This design comes from an exercise in tuning for small area on the open sky130 flow, not from production work.
RTL that was checked went through simulation tests only; none was proved equivalent to the original.
Power and IR drop assume default switching activity. No driver is modelled on the clock port, so clocking that relies on it looks cheaper here than on a real chip.

==> 08-07: inputs <==
## branch_predictor
module branch_predictor #(
   parameter  int unsigned DATA_LEN = 32,
   parameter  int unsigned ENTRIES  = 32,
   localparam int unsigned IDX_LEN  = $clog2(ENTRIES),
   localparam int unsigned TAG_LEN  = DATA_LEN - IDX_LEN - 2
) (
   input  logic                clk,
   input  logic                reset,
   input  logic [DATA_LEN-1:0] if_pc,
   output logic                pred_taken,
   output logic [DATA_LEN-1:0] pred_target,
   input  logic                flush,
   input  logic                upd_valid,
   input  logic [DATA_LEN-1:0] upd_pc,
   input  logic                upd_is_jal,
   input  logic                upd_taken,
   input  logic [DATA_LEN-1:0] upd_target,
   input  logic                upd_pred_taken,
   input  logic [DATA_LEN-1:0] upd_pred_target
);
   logic [ENTRIES-1:0]  valid_q;
   logic [TAG_LEN-1:0]  tag_q    [ENTRIES];
   logic [1:0]          ctr_q    [ENTRIES];
   logic [DATA_LEN-1:0] target_q [ENTRIES];
   logic [IDX_LEN-1:0]  lk_idx;
   logic [TAG_LEN-1:0]  lk_tag;
   logic                lk_hit;
   logic [IDX_LEN-1:0]  up_idx;
   logic [TAG_LEN-1:0]  up_tag;
   logic                up_hit;
   logic                up_en;
   logic                wr_all;
   logic                wr_ctr;
   logic [1:0]          ctr_cur;
   logic [1:0]          ctr_next;
   logic                unused_bits;
   assign unused_bits = ^{if_pc[1:0], upd_pc[1:0], upd_pred_taken, upd_pred_target};
  ...
==> module branch_predictor, before the edit <==
module branch_predictor #(
   parameter  int unsigned DATA_LEN = 32,
   parameter  int unsigned ENTRIES  = 32,
   localparam int unsigned IDX_LEN  = $clog2(ENTRIES),
   localparam int unsigned TAG_LEN  = DATA_LEN - IDX_LEN - 2
) (
   input  logic                clk,
   input  logic                reset,
   input  logic [DATA_LEN-1:0] if_pc,
   output logic                pred_taken,
   output logic [DATA_LEN-1:0] pred_target,
   input  logic                flush,
   input  logic                upd_valid,
   input  logic [DATA_LEN-1:0] upd_pc,
   input  logic                upd_is_jal,
   input  logic                upd_taken,
   input  logic [DATA_LEN-1:0] upd_target,
   input  logic                upd_pred_taken,
   input  logic [DATA_LEN-1:0] upd_pred_target
);
   logic [ENTRIES-1:0]  valid_q;
   logic [TAG_LEN-1:0]  tag_q    [ENTRIES];
   logic [1:0]          ctr_q    [ENTRIES];
   logic [DATA_LEN-1:0] target_q [ENTRIES];
   logic [IDX_LEN-1:0]  lk_idx;
   logic [TAG_LEN-1:0]  lk_tag;
   logic                lk_hit;
   logic [IDX_LEN-1:0]  up_idx;
   logic [TAG_LEN-1:0]  up_tag;
   logic                up_hit;
   logic                up_en;
   logic                wr_all;
   logic                wr_ctr;
   logic [1:0]          ctr_cur;
   logic [1:0]          ctr_next;
   logic                unused_bits;
   assign unused_bits = ^{if_pc[1:0], upd_pc[1:0], upd_pred_taken, upd_pred_target};
   assign lk_idx = if_pc[IDX_LEN+1:2];
   assign lk_tag = if_pc[DATA_LEN-1:IDX_LEN+2];
   assign up_idx = upd_pc[IDX_LEN+1:2];
   assign up_tag = upd_pc[DATA_LEN-1:IDX_LEN+2];
   logic [ENTRIES-1:0]  lk_sel;
   logic [ENTRIES-1:0]  up_sel;
   always_comb begin
      for (int i = 0; i < int'(ENTRIES); i++) begin
         lk_sel[i] = (lk_idx == IDX_LEN'(i));
         up_sel[i] = (up_idx == IDX_LEN'(i));
      end
   end
   logic [ENTRIES-1:0]  tag_col    [TAG_LEN];
   logic [ENTRIES-1:0]  target_col [DATA_LEN];
   logic [ENTRIES-1:0]  ctr_col    [2];
   always_comb begin
      for (int i = 0; i < int'(ENTRIES); i++) begin
         for (int j = 0; j < int'(TAG_LEN); j++)  tag_col[j][i]    = tag_q[i][j];
         for (int j = 0; j < int'(DATA_LEN); j++) target_col[j][i] = target_q[i][j];
         for (int j = 0; j < 2; j++)              ctr_col[j][i]    = ctr_q[i][j];
      end
   end
   logic [TAG_LEN-1:0]  lk_tag_r;
   logic                lk_valid_r;
   logic                lk_ctr_r;
   logic [TAG_LEN-1:0]  up_tag_r;
   logic                up_valid_r;
   logic [1:0]          up_ctr_r;
   for (genvar j = 0; j < TAG_LEN; j++) begin : g_lk_tag
      bp_sel32y u_lk (.sel(lk_sel), .d(tag_col[j]), .y(lk_tag_r[j]));
      bp_sel32y u_up (.sel(up_sel), .d(tag_col[j]), .y(up_tag_r[j]));
   end
   bp_sel32y u_lk_valid (.sel(lk_sel), .d(valid_q),    .y(lk_valid_r));
   bp_sel32y u_lk_ctr   (.sel(lk_sel), .d(ctr_col[1]), .y(lk_ctr_r));
   bp_sel32y u_up_valid (.sel(up_sel), .d(valid_q),    .y(up_valid_r));
   for (genvar j = 0; j < 2; j++) begin : g_up_ctr
      bp_sel32y u_up (.sel(up_sel), .d(ctr_col[j]), .y(up_ctr_r[j]));
   end
   assign lk_hit     = lk_valid_r && (lk_tag_r == lk_tag);
   assign pred_taken = !reset && lk_hit && lk_ctr_r;
   for (genvar j = 0; j < DATA_LEN; j++) begin : g_lk_target
      logic [2:0] p;
      bp_sel32  u_sel (.sel(lk_sel), .d(target_col[j]), .p(p));
      bp_or3and u_out (.a(p[0]), .b(p[1]), .c(p[2]), .e(pred_taken), .y(pred_target[j]));
   end
   always_comb begin
      up_en    = upd_valid && !flush;
      up_hit   = up_valid_r && (up_tag_r == up_tag);
      ctr_cur  = up_ctr_r;
      wr_all   = up_en && upd_taken;
      wr_ctr   = up_en && (upd_taken || up_hit);
      if (!up_hit)          ctr_next = {1'b1, upd_is_jal};
      else if (upd_is_jal)  ctr_next = 2'b11;
      else if (upd_taken)   ctr_next = (ctr_cur == 2'b11) ? 2'b11 : ctr_cur + 2'd1;
      else                  ctr_next = (ctr_cur == 2'b00) ? 2'b00 : ctr_cur - 2'd1;
   end
   always_ff @(posedge clk or posedge reset) begin
      if (reset) begin
         valid_q <= '0;
      end else begin
         for (int i = 0; i < int'(ENTRIES); i++) begin
            if (flush) valid_q[i] <= 1'b0;
            else if (wr_all && up_sel[i]) valid_q[i] <= 1'b1;
         end
      end
   end
   always_ff @(posedge clk) begin
      for (int i = 0; i < int'(ENTRIES); i++) begin
         if (wr_all && up_sel[i]) begin
            tag_q[i]    <= up_tag;
            target_q[i] <= upd_target;
         end
         if (wr_ctr && up_sel[i]) ctr_q[i] <= ctr_next;
      end
   end
endmodule
Settings: LEC_CHECK=0, CAP_MARGIN=20, CORE_MARGIN=2, CORE_UTILIZATION=70, CTS_CLUSTER_DIAMETER=100, CTS_CLUSTER_SIZE=30, SETUP_SLACK_MARGIN=0, SLEW_MARGIN=20, SYNTH_HIERARCHICAL=1; clock period 12.0 ns.
run.sh (not shown) runs the stock make flow with config.mk's settings and CLKGATE_MAP_FILE= SYNTH_SCRIPT=/design/flow/synth_recipe.tcl, a recipe that flattens the netlist after the stock synthesis.
==> 05-03 (differences from 08-07) <==
--- a/flow/design.v
+++ b/flow/design.v
@@ -16,4 +16,10 @@
 );
    assign y = ~(a & b & c & d);
+endmodule
+module bp_hold (
+   input  logic q, we, d, wn,
+   output logic y
+);
+   assign y = (q | we) & (d | wn);
 endmodule
 module bp_or3 (
@@ -160,12 +166,35 @@
       end
    end
+   logic [ENTRIES-1:0]  we_all;
+   logic [ENTRIES-1:0]  we_all_n;
+   logic [ENTRIES-1:0]  we_ctr;
+   logic [ENTRIES-1:0]  we_ctr_n;
+   assign we_all   = {ENTRIES{wr_all}} & up_sel;
+   assign we_all_n = ~we_all;
+   assign we_ctr   = {ENTRIES{wr_ctr}} & up_sel;
+   assign we_ctr_n = ~we_ctr;
+   logic [TAG_LEN-1:0]  tag_d    [ENTRIES];
+   logic [1:0]          ctr_d    [ENTRIES];
+   logic [DATA_LEN-1:0] target_d [ENTRIES];
+   for (genvar i = 0; i < ENTRIES; i++) begin : g_entry
+      for (genvar j = 0; j < TAG_LEN; j++) begin : g_tag
+         bp_hold u_h (.q(tag_q[i][j]), .we(we_all[i]), .d(up_tag[j]), .wn(we_all_n[i]),
+                      .y(tag_d[i][j]));
+      end
+      for (genvar j = 0; j < DATA_LEN; j++) begin : g_target
+         bp_hold u_h (.q(target_q[i][j]), .we(we_all[i]), .d(upd_target[j]), .wn(we_all_n[i]),
+                      .y(target_d[i][j]));
+      end
+      for (genvar j = 0; j < 2; j++) begin : g_ctr
+         bp_hold u_h (.q(ctr_q[i][j]), .we(we_ctr[i]), .d(ctr_next[j]), .wn(we_ctr_n[i]),
+                      .y(ctr_d[i][j]));
+      end
+   end
    always_ff @(posedge clk) begin
       for (int i = 0; i < int'(ENTRIES); i++) begin
-         if (wr_all && up_sel[i]) begin
-            tag_q[i]    <= up_tag;
-            target_q[i] <= upd_target;
-         end
-         if (wr_ctr && up_sel[i]) ctr_q[i] <= ctr_next;
-      end
-   end
-endmodule
+         tag_q[i]    <= tag_d[i];
+         target_q[i] <= target_d[i];
+         ctr_q[i]    <= ctr_d[i];
+      end
+   end
+endmodule
==> flow/flow/run.sh (new file) <==
#!/bin/bash
# Standard layout with two changes: the port buffers are buf_1 cells, and
# clock tree synthesis builds larger sink clusters without dummy loads.
set -e
cp standard.sh standard_sh.txt
cat >> config.mk <<'EOC'
export BUFFER_PORTS_ARGS = -buffer_cell sky130_fd_sc_hd__buf_1
export CTS_ARGS = -sink_clustering_enable -repair_clock_nets -sink_clustering_size 30 -sink_clustering_max_diameter 100 -dont_use_dummy_load
EOC
bash standard.sh > standard.log 2>&1
==> flow/standard.sh (new file) <==
#!/bin/bash
# synth_recipe.tcl (not shown) runs the flow's synth.tcl, then flattens the netlist and writes it again
# the make line also repeats each setting of config.mk as NAME=value (left out here)
make -C /OpenROAD-flow-scripts/flow DESIGN_CONFIG=/design/flow/config.mk WORK_HOME=/design/flow/orfs CLKGATE_MAP_FILE= SYNTH_SCRIPT=/design/flow/synth_recipe.tcl "${@:-finish}"
- BUFFER_PORTS_ARGS: default -> -buffer_cell sky130_fd_sc_hd__buf_1
- CORE_UTILIZATION: 70 -> 55
- CTS_ARGS: default -> -sink_clustering_enable -repair_clock_nets -sink_clustering_size 30 -sink_clustering_max_diameter 100 -dont_use_dummy_load
removed: flow/run.sh
==> qor summary <==
metric                                                                  05-03           08-07
Status                                                         finished clean  finished clean
Detailed-route wire length                                             307 mm          236 mm
Part of the power in registers                                          0.636           0.670
Maximum number of pins on one net before global-route repair               61              59
Worst slew pin tran                                                   1290 ps         1290 ps
Die outline height                                                     357 um          323 um
Share of layout cells above drive strength 1                           0.0759           0.108
Post-Synth XOR/XNOR Area                                              0.00637         0.00604
Final worst-path cycle share                                            0.906           0.905
Die Span X                                                             357 um          323 um
Clock buffers                                                              74              89
Post-layout utilization of the core                                     0.612           0.779
Peak ir drop on the vdd network                                      0.136 mV        0.132 mV
Clock group power                                                     3110 uW         3120 uW
Min-Delay Startpoint                                          target_q[25][9]     valid_q[10]
Final total power                                                    12300 uW        11000 uW
Number of tap cells added at floorplan                                   1637            1357
Synthesis-to-finish area growth                                         10.2%           10.0%
Function not checked in 08-07: the RTL went through the layout flow alone.

static timing again, ports no longer ideal:
How much do the figures lean on ideal ports? The routed layouts below were timed once more, with nothing changed but the port constraints.
Step 1 (the two cells are an assumption about what drives the block):
set clk [get_ports {clk}]
set_driving_cell -lib_cell sky130_fd_sc_hd__clkbuf_16 $clk
set_driving_cell -lib_cell sky130_fd_sc_hd__buf_2 [delete_from_list [all_inputs] $clk]
Step 2, shift: input delay + t, output delay - t, t = (earliest + latest rising clock arrival at the registers) / 2. This alone moves slack from input paths to output paths.
a / b / c = ideal / step 1 / step 2; a / b = the first two.
run | t (ns) | setup slack, ns | slew at the worst register clock pin (ns)
08-07 | 0.779 | 1.146 / 1.003 / 1.003 | 0.12 / 0.12
05-03 | 0.786 | 1.131 / 1.104 / 1.104 | 0.12 / 0.12
After both steps setup and hold are still met in every run listed. For 08-07, which loses most, drivers alone change the setup slack by -0.143 ns; drivers and shift together by -0.143 ns.
